Background: an optimization exercise with open tools, aiming at small area, a short achievable clock period and few clock cycles. Do not read the settings as production practice. RTL that was checked went through simulation tests only; none was proved equivalent to the original.

Design vnlp_engine, start of the top module:
module vnlp_engine #(
   parameter int DW      = 24,
   parameter int AW      = 9,
   parameter int LW      = 7,
   parameter int ACCW    = 2*DW-1,
   parameter int LEN_MAX = 2**LW-1,
   parameter int NCY     = 8
) (
   input  logic                 clk,
   input  logic                 rst_n,
   input  logic                 START,
   input  logic [AW-1:0]        HEAD,
   input  logic                 NORM_MODE,
   output logic                 DONE,
   output logic [ACCW-1:0]      NORM2,
   output logic [LW-1:0]        LEN,
   output logic                 ERR,
   output logic                 SAT,
   output logic [AW-1:0]        rd_addr1,
   output logic [AW-1:0]        rd_addr2,
   input  logic [DW-1:0]        rd_data1,
   input  logic [DW-1:0]        rd_data2
);
For scale: about 1200 cells after synthesis, about 110 flip-flops, about 140 I/O pins.
clock: 10.0 ns
lec_check: 0
cap_margin: 20
core_margin: 2
core_utilization: 60
slew_margin: 20
synth_hierarchical: 1
standard.sh (not shown) runs the stock make flow with config.mk's settings and CLKGATE_MAP_FILE= SYNTH_SCRIPT=/design/flow/synth_recipe.tcl, a recipe that flattens the netlist after the stock synthesis.
==> flow/flow/run.sh <==
#!/bin/bash
set -euo pipefail
MARGIN=$(cat flow/margin.txt)
PORTBUF=$(cat flow/portbuf.txt)
bash standard.sh SETUP_SLACK_MARGIN=$MARGIN "BUFFER_PORTS_ARGS=-buffer_cell $PORTBUF" finish > standard_flow.log 2>&1
==> flow/flow/margin.txt <==
5.5
==> flow/flow/portbuf.txt <==
sky130_fd_sc_hd__buf_1
Change:
--- a/flow/design.v
+++ b/flow/design.v
@@ -24,13 +24,13 @@
 module vnlp_mac (
    input  logic [23:0] un_i,      
    input  logic        m2_i,
    input  logic        ml_i,
    input  logic [46:0] acc_i,
    input  logic [7:0]  cy_i,
-   output logic [46:0] sumn_o,    
+   output logic [46:0] sum_o,
    output logic [7:0]  cy_o,
    output logic        ovf_o
 );
    logic [23:0] u_i, u2;
    logic [46:0] ra, rb;
    logic t0;
@@ -855,37 +855,37 @@
    vnlp_ha u_ha33 (.a(acc_i[45]), .b(t455), .s(t542), .co(t543));
    vnlp_ha u_ha34 (.a(acc_i[46]), .b(u2[23]), .s(t544), .co(t545));
    assign ra = {t544, t542, t540, t538, t536, t533, t532, t529, t527, t525, t523, t522, t519, t517, t515, t513, t511, t509, t507, t505, t503, t501, t499, t497, t495, t493, t491, t489, t487, t485, t483, t481, t479, t477, t475, t473, t471, t469, t467, t465, t463, t461, t459, t457, ((u2[0] & u2[1]) | (u_i[2] & ml_i)), acc_i[1], acc_i[0]};
    assign rb = {t543, t541, t539, t537, t535, t534, t531, t530, t528, t526, t524, t521, t520, t518, t516, t514, t512, t510, t508, t506, t504, t502, t500, t498, t496, t494, t492, t490, t488, t486, t484, t482, t480, t478, t476, t474, t472, t470, t468, t466, t464, t462, t460, t458, t456, (u_i[1] & ml_i), (u2[0] | (u_i[0] & ml_i))};
    logic [10:0] blk0;
    assign blk0 = {1'b0, ra[9:0]} + {1'b0, rb[9:0]};
-   assign sumn_o[9:0] = ~blk0[9:0];
+   assign sum_o[9:0] = blk0[9:0];
    logic [5:0] blk1;
    assign blk1 = {1'b0, ra[14:10]} + {1'b0, rb[14:10]};
-   assign sumn_o[14:10] = ~blk1[4:0];
+   assign sum_o[14:10] = blk1[4:0];
    logic [4:0] blk2;
    assign blk2 = {1'b0, ra[18:15]} + {1'b0, rb[18:15]};
-   assign sumn_o[18:15] = ~blk2[3:0];
+   assign sum_o[18:15] = blk2[3:0];
    logic [4:0] blk3;
    assign blk3 = {1'b0, ra[22:19]} + {1'b0, rb[22:19]};
-   assign sumn_o[22:19] = ~blk3[3:0];
+   assign sum_o[22:19] = blk3[3:0];
    logic [4:0] blk4;
    assign blk4 = {1'b0, ra[26:23]} + {1'b0, rb[26:23]};
-   assign sumn_o[26:23] = ~blk4[3:0];
+   assign sum_o[26:23] = blk4[3:0];
    logic [4:0] blk5;
    assign blk5 = {1'b0, ra[30:27]} + {1'b0, rb[30:27]};
-   assign sumn_o[30:27] = ~blk5[3:0];
+   assign sum_o[30:27] = blk5[3:0];
    logic [4:0] blk6;
    assign blk6 = {1'b0, ra[34:31]} + {1'b0, rb[34:31]};
-   assign sumn_o[34:31] = ~blk6[3:0];
+   assign sum_o[34:31] = blk6[3:0];
    logic [5:0] blk7;
    assign blk7 = {1'b0, ra[39:35]} + {1'b0, rb[39:35]};
-   assign sumn_o[39:35] = ~blk7[4:0];
+   assign sum_o[39:35] = blk7[4:0];
    logic [7:0] blk8;
    assign blk8 = {1'b0, ra[46:40]} + {1'b0, rb[46:40]};
-   assign sumn_o[46:40] = ~blk8[6:0];
+   assign sum_o[46:40] = blk8[6:0];
    assign cy_o = {blk7[5], blk6[4], blk5[4], blk4[4], blk3[4], blk2[4], blk1[5], blk0[10]};
    assign ovf_o = blk8[7] | t545;
 endmodule
 module vnlp_nand2 #(
    parameter int W = 9
 ) (
@@ -939,20 +939,20 @@
    logic            mode_q;
    logic [LW-1:0]   len_q;
    logic            err_q;
    logic [AW-1:0]   p_q;         
    logic [DW-1:0]   un_q;        
    logic            m2_q, ml_q;
-   logic [ACCW-1:0] accn_q;      
+   logic [ACCW-1:0] acc_q;
    logic [NCY-1:0]  cy_q;        
    logic            sat_q;
    logic            fresh_q;     
    logic            start_ok, hit, last;
    logic [AW-1:0]   link;
    logic [DW-1:0]   mag;
-   logic [ACCW-1:0] sumn;
+   logic [ACCW-1:0] sum;
    logic [NCY-1:0]  cy;
    logic            ovf;
    assign link     = rd_data1[AW-1:0];
    assign start_ok = START & ~busy_q & ~v1_q & ~v2_q;
    assign hit      = (link == head_q);
    assign last     = hit | (len_q == LW'(LEN_MAX-1));
@@ -985,26 +985,26 @@
          err_q  <= ~hit;
       end
       un_q <= ~mag;
       m2_q <= v1_q & (mode_q == vnlp_pkg::MODE_L2SQ);
       ml_q <= v1_q & (mode_q == vnlp_pkg::MODE_L1);
       fresh_q <= start_ok;
-      accn_q  <= sumn;
+      acc_q   <= sum;
       cy_q    <= cy;
       sat_q   <= (sat_q & ~fresh_q) | ovf;
    end
    vnlp_mac u_mac (
       .un_i  (un_q),
       .m2_i  (m2_q),
       .ml_i  (ml_q),
-      .acc_i (~accn_q & {ACCW{~fresh_q}}),
+      .acc_i (acc_q & {ACCW{~fresh_q}}),
       .cy_i  (cy_q & {NCY{~fresh_q}}),
-      .sumn_o(sumn),
+      .sum_o (sum),
       .cy_o  (cy),
       .ovf_o (ovf)
    );
    assign DONE  = fin_q & (sat_q | (cy_q == '0));
-   assign NORM2 = ~accn_q | {ACCW{sat_q}};
+   assign NORM2 = acc_q | {ACCW{sat_q}};
    assign LEN   = len_q;
    assign ERR   = err_q;
    assign SAT   = sat_q;
 endmodule
Effect: The new run went through all stages and came out clean; worst setup slack is about the same; routed wire length went down by 0.99%; worst hold slack hardly moves; synthesized cell count climbs by 2.7%; design area goes up by 0.43%; flip-flop and latch count does not change; non-clock buffer count falls by 10; utilization goes down by 0.37 points; via count went up by 0.91%; cell count went up by 1.4%; clock skew barely changes.
Testbench counts after the change, summed over its fixed seeds: cycles 26,523.
The RTL of the first run of this note was laid out without a check of its function.

== middle ==
vnlp_engine, a different RTL version from the one above (not shown whole).
For scale: ~1200 cells after synthesis, ~110 flip-flops, ~0.013 mm2 of cells after synthesis.
==> module vnlp_amux, before the edit <==
module vnlp_amux #(
   parameter int W = 9
) (
   input  logic         sel_i,
   input  logic [W-1:0] a_i,
   input  logic [W-1:0] b_i,
   output logic [W-1:0] y_o
);
   assign y_o = sel_i ? a_i : b_i;
endmodule
==> module vnlp_engine, before the edit <==
module vnlp_engine #(
   parameter int DW      = 24,
   parameter int AW      = 9,
   parameter int LW      = 7,
   parameter int ACCW    = 2*DW-1,
   parameter int LEN_MAX = 2**LW-1,
   parameter int NCY     = 5
) (
   input  logic                 clk,
   input  logic                 rst_n,
   input  logic                 START,
   input  logic [AW-1:0]        HEAD,
   input  logic                 NORM_MODE,
   output logic                 DONE,
   output logic [ACCW-1:0]      NORM2,
   output logic [LW-1:0]        LEN,
   output logic                 ERR,
   output logic                 SAT,
   output logic [AW-1:0]        rd_addr1,
   output logic [AW-1:0]        rd_addr2,
   input  logic [DW-1:0]        rd_data1,
   input  logic [DW-1:0]        rd_data2
);
   logic            busy_q;      
   logic            v1_q;        
   logic            v2_q;        
   logic            fin_q;       
   logic [AW-1:0]   head_q;
   logic            mode_q;
   logic [LW-1:0]   len_q;
   logic            err_q;
   logic [AW-1:0]   p_q;         
   logic [DW-1:0]   u_q;         
   logic            m2_q, ml_q;
   logic [ACCW-1:0] acc_q;
   logic [NCY-1:0]  cy_q;        
   logic            sat_q;
   logic            fresh_q;     
   logic            start_ok, hit, last;
   logic [AW-1:0]   link;
   logic [DW-1:0]   mag;
   logic [ACCW-1:0] sum;
   logic [NCY-1:0]  cy;
   logic            ovf;
   assign link     = rd_data1[AW-1:0];
   assign start_ok = START & ~busy_q & ~v1_q & ~v2_q;
   assign hit      = (link == head_q);
   assign last     = hit | (len_q == LW'(LEN_MAX-1));
   assign mag      = rd_data2[DW-1] ? -rd_data2 : rd_data2;
   vnlp_amux #(.W(AW)) u_amux (.sel_i(busy_q), .a_i(link), .b_i(HEAD), .y_o(rd_addr1));
   assign rd_addr2 = p_q;
   always_ff @(posedge clk or negedge rst_n) begin
      if (!rst_n) begin
         busy_q <= 1'b0;
         v1_q   <= 1'b0;
         v2_q   <= 1'b0;
         fin_q  <= 1'b0;
      end else begin
         if (start_ok)    busy_q <= 1'b1;
         else if (last)   busy_q <= 1'b0;
         v1_q <= busy_q;
         v2_q <= v1_q;
         if (start_ok)              fin_q <= 1'b0;
         else if (v2_q && !v1_q)    fin_q <= 1'b1;
      end
   end
   always_ff @(posedge clk) begin
      p_q <= rd_addr1 + 1'b1;
      if (start_ok) begin
         head_q <= HEAD;
         mode_q <= NORM_MODE;
         len_q  <= '0;
      end else if (busy_q) begin
         len_q  <= len_q + 1'b1;
         err_q  <= ~hit;
      end
      u_q  <= mag;
      m2_q <= v1_q & (mode_q == vnlp_pkg::MODE_L2SQ);
      ml_q <= v1_q & (mode_q == vnlp_pkg::MODE_L1);
      fresh_q <= start_ok;
      acc_q   <= sum;
      cy_q    <= cy;
      sat_q   <= (sat_q & ~fresh_q) | ovf;
   end
   vnlp_mac u_mac (
      .u_i   (u_q),
      .m2_i  (m2_q),
      .ml_i  (ml_q),
      .acc_i (acc_q & {ACCW{~fresh_q}}),
      .cy_i  (cy_q & {NCY{~fresh_q}}),
      .sum_o (sum),
      .cy_o  (cy),
      .ovf_o (ovf)
   );
   assign DONE  = fin_q & (sat_q | (cy_q == '0));
   assign NORM2 = acc_q | {ACCW{sat_q}};
   assign LEN   = len_q;
   assign ERR   = err_q;
   assign SAT   = sat_q;
endmodule
clock: 10.0 ns
lec_check: 0
cap_margin: 20
core_margin: 2
core_utilization: 40
slew_margin: 20
synth_hierarchical: 1
==> flow/flow/margin.txt <==
5.4
Scripts as last shown in full above: flow/flow/run.sh, flow/flow/portbuf.txt
Testbench counts of middle, summed over its fixed seeds: cycles 26,468.
Setup changes, middle to west
--- a/flow/design.v
+++ b/flow/design.v
@@ -871,14 +871,4 @@
    assign ovf_o = blk5[12] | t541;
 endmodule
-module vnlp_amux #(
-   parameter int W = 9
-) (
-   input  logic         sel_i,
-   input  logic [W-1:0] a_i,
-   input  logic [W-1:0] b_i,
-   output logic [W-1:0] y_o
-);
-   assign y_o = sel_i ? a_i : b_i;
-endmodule
 module vnlp_engine #(
    parameter int DW      = 24,
@@ -908,4 +898,5 @@
    logic            v2_q;        
    logic            fin_q;       
+   logic [NCY-1:0]  cy_q;        
    logic [AW-1:0]   head_q;
    logic            mode_q;
@@ -916,7 +907,6 @@
    logic            m2_q, ml_q;
    logic [ACCW-1:0] acc_q;
-   logic [NCY-1:0]  cy_q;        
    logic            sat_q;
-   logic            fresh_q;     
+   logic            satd_q;      
    logic            start_ok, hit, last;
    logic [AW-1:0]   link;
@@ -930,5 +920,5 @@
    assign last     = hit | (len_q == LW'(LEN_MAX-1));
    assign mag      = rd_data2[DW-1] ? -rd_data2 : rd_data2;
-   vnlp_amux #(.W(AW)) u_amux (.sel_i(busy_q), .a_i(link), .b_i(HEAD), .y_o(rd_addr1));
+   assign rd_addr1 = busy_q ? link : HEAD;
    assign rd_addr2 = p_q;
    always_ff @(posedge clk or negedge rst_n) begin
@@ -938,4 +928,5 @@
          v2_q   <= 1'b0;
          fin_q  <= 1'b0;
+         cy_q   <= '0;
       end else begin
          if (start_ok)    busy_q <= 1'b1;
@@ -945,4 +936,5 @@
          if (start_ok)              fin_q <= 1'b0;
          else if (v2_q && !v1_q)    fin_q <= 1'b1;
+         cy_q <= cy & {NCY{~start_ok}};
       end
    end
@@ -960,8 +952,7 @@
       m2_q <= v1_q & (mode_q == vnlp_pkg::MODE_L2SQ);
       ml_q <= v1_q & (mode_q == vnlp_pkg::MODE_L1);
-      fresh_q <= start_ok;
-      acc_q   <= sum;
-      cy_q    <= cy;
-      sat_q   <= (sat_q & ~fresh_q) | ovf;
+      acc_q <= (sum | {ACCW{sat_q}}) & {ACCW{~start_ok}};
+      sat_q <= (sat_q | ovf) & ~start_ok;
+      satd_q <= sat_q & ~start_ok;
    end
    vnlp_mac u_mac (
@@ -969,12 +960,12 @@
       .m2_i  (m2_q),
       .ml_i  (ml_q),
-      .acc_i (acc_q & {ACCW{~fresh_q}}),
-      .cy_i  (cy_q & {NCY{~fresh_q}}),
+      .acc_i (acc_q),
+      .cy_i  (cy_q),
       .sum_o (sum),
       .cy_o  (cy),
       .ovf_o (ovf)
    );
-   assign DONE  = fin_q & (sat_q | (cy_q == '0));
-   assign NORM2 = acc_q | {ACCW{sat_q}};
+   assign DONE  = fin_q & (sat_q ? satd_q : (cy_q == '0));
+   assign NORM2 = acc_q;
    assign LEN   = len_q;
    assign ERR   = err_q;
Notes after the runs:
Per the comparison of west with middle, synthesized netlist net count up 0.49%. The number of DRC violations after detailed-routing iteration 0 number comes out lower for middle vs west. From middle to west the numbers moved as follows: final area rose about 1.6%; largest stage delay on the critical path rose 0.27 ns. Critical path depth, middle and west: higher on west. Simple logic cell fraction of the synthesized area (west over middle): decrease, 1.2 points. The setup slack of west is smaller than that of middle. Number of antenna violations at the first check in global routing | west above middle.
Testbench counts of west, summed over its fixed seeds: cycles 26,468.

vnlp_engine, a different RTL version from the one above (not shown whole).
Size in the first run: ~1200 cells after synthesis, ~110 flip-flops, roughly 140 I/O pins, ~13000 um^2 of cells after synthesis.
==> module vnlp_engine, before the edit <==
module vnlp_engine #(
   parameter int DW      = 24,
   parameter int AW      = 9,
   parameter int LW      = 7,
   parameter int ACCW    = 2*DW-1,
   parameter int LEN_MAX = 2**LW-1,
   parameter int NCY     = 5
) (
   input  logic                 clk,
   input  logic                 rst_n,
   input  logic                 START,
   input  logic [AW-1:0]        HEAD,
   input  logic                 NORM_MODE,
   output logic                 DONE,
   output logic [ACCW-1:0]      NORM2,
   output logic [LW-1:0]        LEN,
   output logic                 ERR,
   output logic                 SAT,
   output logic [AW-1:0]        rd_addr1,
   output logic [AW-1:0]        rd_addr2,
   input  logic [DW-1:0]        rd_data1,
   input  logic [DW-1:0]        rd_data2
);
   logic            busy_q;      
   logic            v1_q;        
   logic            v2_q;        
   logic            fin_q;       
   logic [NCY-1:0]  cy_q;        
   logic [AW-1:0]   head_q;
   logic            mode_q;
   logic [LW-1:0]   len_q;
   logic            err_q;
   logic [AW-1:0]   p_q;         
   logic [DW-1:0]   u_q;         
   logic            m2_q, ml_q;
   logic [ACCW-1:0] acc_q;
   logic            sat_q;
   logic            satd_q;      
   logic            start_ok, hit, last;
   logic [AW-1:0]   link;
   logic [DW-1:0]   mag;
   logic [ACCW-1:0] sum;
   logic [NCY-1:0]  cy;
   logic            ovf;
   assign link     = rd_data1[AW-1:0];
   assign start_ok = START & ~busy_q & ~v1_q & ~v2_q;
   assign hit      = (link == head_q);
   assign last     = hit | (len_q == LW'(LEN_MAX-1));
   assign mag      = rd_data2[DW-1] ? -rd_data2 : rd_data2;
   vnlp_amux #(.W(AW)) u_amux (.sel_i(busy_q), .a_i(link), .b_i(HEAD), .y_o(rd_addr1));
   assign rd_addr2 = p_q;
   always_ff @(posedge clk or negedge rst_n) begin
      if (!rst_n) begin
         busy_q <= 1'b0;
         v1_q   <= 1'b0;
         v2_q   <= 1'b0;
         fin_q  <= 1'b0;
         cy_q   <= '0;
      end else begin
         if (start_ok)    busy_q <= 1'b1;
         else if (last)   busy_q <= 1'b0;
         v1_q <= busy_q;
         v2_q <= v1_q;
         if (start_ok)              fin_q <= 1'b0;
         else if (v2_q && !v1_q)    fin_q <= 1'b1;
         cy_q <= cy & {NCY{~start_ok}};
      end
   end
   always_ff @(posedge clk) begin
      p_q <= rd_addr1 + 1'b1;
      if (start_ok) begin
         head_q <= HEAD;
         mode_q <= NORM_MODE;
         len_q  <= '0;
      end else if (busy_q) begin
         len_q  <= len_q + 1'b1;
         err_q  <= ~hit;
      end
      u_q  <= mag;
      m2_q <= v1_q & (mode_q == vnlp_pkg::MODE_L2SQ);
      ml_q <= v1_q & (mode_q == vnlp_pkg::MODE_L1);
      acc_q <= (sum | {ACCW{sat_q}}) & {ACCW{~start_ok}};
      sat_q <= (sat_q | ovf) & ~start_ok;
      satd_q <= sat_q & ~start_ok;
   end
   vnlp_mac u_mac (
      .u_i   (u_q),
      .m2_i  (m2_q),
      .ml_i  (ml_q),
      .acc_i (acc_q),
      .cy_i  (cy_q),
      .sum_o (sum),
      .cy_o  (cy),
      .ovf_o (ovf)
   );
   assign DONE  = fin_q & (sat_q ? satd_q : (cy_q == '0));
   assign NORM2 = acc_q;
   assign LEN   = len_q;
   assign ERR   = err_q;
   assign SAT   = sat_q;
endmodule
export LEC_CHECK = 0
export CAP_MARGIN = 20
export CORE_MARGIN = 2
export CORE_UTILIZATION = 40
export SLEW_MARGIN = 20
export SYNTH_HIERARCHICAL = 1
create_clock -name core_clock -period 10.0 [get_ports {clk}]
Scripts as last shown in full above: flow/flow/run.sh, flow/flow/margin.txt, flow/flow/portbuf.txt
Rerun with:
--- a/flow/design.v
+++ b/flow/design.v
@@ -870,6 +870,15 @@
    assign cy_o = {blk4[6], blk3[6], blk2[5], blk1[6], blk0[12]};
    assign ovf_o = blk5[12] | t541;
 endmodule
+module vnlp_nand2 #(
+   parameter int W = 9
+) (
+   input  logic [W-1:0] a_i,
+   input  logic [W-1:0] b_i,
+   output logic [W-1:0] y_o
+);
+   assign y_o = ~(a_i & b_i);
+endmodule
 module vnlp_amux #(
    parameter int W = 9
 ) (
@@ -878,7 +887,10 @@
    input  logic [W-1:0] b_i,
    output logic [W-1:0] y_o
 );
-   assign y_o = sel_i ? a_i : b_i;
+   logic [W-1:0] na, nb;
+   vnlp_nand2 #(.W(W)) u_na (.a_i(a_i), .b_i({W{sel_i}}),  .y_o(na));
+   vnlp_nand2 #(.W(W)) u_nb (.a_i(b_i), .b_i({W{~sel_i}}), .y_o(nb));
+   vnlp_nand2 #(.W(W)) u_ny (.a_i(na),  .b_i(nb),          .y_o(y_o));
 endmodule
 module vnlp_engine #(
    parameter int DW      = 24,
@@ -907,7 +919,6 @@
    logic            v1_q;        
    logic            v2_q;        
    logic            fin_q;       
-   logic [NCY-1:0]  cy_q;        
    logic [AW-1:0]   head_q;
    logic            mode_q;
    logic [LW-1:0]   len_q;
@@ -916,8 +927,9 @@
    logic [DW-1:0]   u_q;         
    logic            m2_q, ml_q;
    logic [ACCW-1:0] acc_q;
+   logic [NCY-1:0]  cy_q;        
    logic            sat_q;
-   logic            satd_q;      
+   logic            fresh_q;     
    logic            start_ok, hit, last;
    logic [AW-1:0]   link;
    logic [DW-1:0]   mag;
@@ -937,7 +949,6 @@
          v1_q   <= 1'b0;
          v2_q   <= 1'b0;
          fin_q  <= 1'b0;
-         cy_q   <= '0;
       end else begin
          if (start_ok)    busy_q <= 1'b1;
          else if (last)   busy_q <= 1'b0;
@@ -945,7 +956,6 @@
          v2_q <= v1_q;
          if (start_ok)              fin_q <= 1'b0;
          else if (v2_q && !v1_q)    fin_q <= 1'b1;
-         cy_q <= cy & {NCY{~start_ok}};
       end
    end
    always_ff @(posedge clk) begin
@@ -961,22 +971,23 @@
       u_q  <= mag;
       m2_q <= v1_q & (mode_q == vnlp_pkg::MODE_L2SQ);
       ml_q <= v1_q & (mode_q == vnlp_pkg::MODE_L1);
-      acc_q <= (sum | {ACCW{sat_q}}) & {ACCW{~start_ok}};
-      sat_q <= (sat_q | ovf) & ~start_ok;
-      satd_q <= sat_q & ~start_ok;
+      fresh_q <= start_ok;
+      acc_q   <= sum;
+      cy_q    <= cy;
+      sat_q   <= (sat_q & ~fresh_q) | ovf;
    end
    vnlp_mac u_mac (
       .u_i   (u_q),
       .m2_i  (m2_q),
       .ml_i  (ml_q),
-      .acc_i (acc_q),
-      .cy_i  (cy_q),
+      .acc_i (acc_q & {ACCW{~fresh_q}}),
+      .cy_i  (cy_q & {NCY{~fresh_q}}),
       .sum_o (sum),
       .cy_o  (cy),
       .ovf_o (ovf)
    );
-   assign DONE  = fin_q & (sat_q ? satd_q : (cy_q == '0));
-   assign NORM2 = acc_q;
+   assign DONE  = fin_q & (sat_q | (cy_q == '0));
+   assign NORM2 = acc_q | {ACCW{sat_q}};
    assign LEN   = len_q;
    assign ERR   = err_q;
    assign SAT   = sat_q;
Effect: The new run passed the timing, DRC and antenna checks. Setup slack got worse by 0.029 ns. Maximum frequency is lower by 0.64%. Via count goes up by 1.3%. Synthesized cell count climbs by 2.1%. Critical path depth falls by 13. Final cell count increases by 1.3%. Cell area barely changes. Global-route usage came out lower by 0.22 points. Routed wire length stays flat. Clock skew stays flat.
No run of this note included a check of the RTL's function; only the layout flow was run.

==> port drivers added, routing unchanged <==
No port has a modelled driver above. Below, the same layouts with a new extraction and two added sets of constraints.
Step 1 sets driving cells, clkbuf_16 on the clock port and buf_2 on the other inputs (assumed; they add their load-dependent delay and slew).
Step 2 adds t to the input delays and takes it off the output delays; t is the mean of the earliest and latest rising clock arrival at the registers after step 1. Input paths then give back, and output paths get back, about the clock's delay inside the block.
Three values: no drivers, after step 1, after step 2; two values: the first two.
run | t (ns) | setup WS [ns] | worst hold slack (ns) | clock arrival spread, ns | worst data-port slew with drivers (ns)
the first run of note 1 | 0.469 | 5.523 / 5.495 / 5.495 | 0.421 / 0.421 / 0.421 | 0.014 / 0.015 | 0.07
the second run of note 1 | 0.476 | 5.526 / 5.504 / 5.504 | 0.423 / 0.423 / 0.423 | 0.016 / 0.016 | 0.07
middle | 0.425 | 5.457 / 5.428 / 5.428 | 0.409 / 0.409 / 0.409 | 0.016 / 0.016 | 0.06
west | 0.422 | 5.285 / 5.285 / 5.285 | 0.417 / 0.417 / 0.417 | 0.017 / 0.017 | 0.08
the first run of note 3 | 0.408 | 5.447 / 5.433 / 5.433 | 0.425 / 0.425 / 0.425 | 0.017 / 0.018 | 0.04
the second run of note 3 | 0.418 | 5.418 / 5.395 / 5.395 | 0.437 / 0.437 / 0.437 | 0.015 / 0.015 | 0.06
After both steps setup and hold are still met in every run listed. For middle, which loses most, drivers alone change the setup slack by -0.029 ns; drivers and shift together by -0.029 ns.
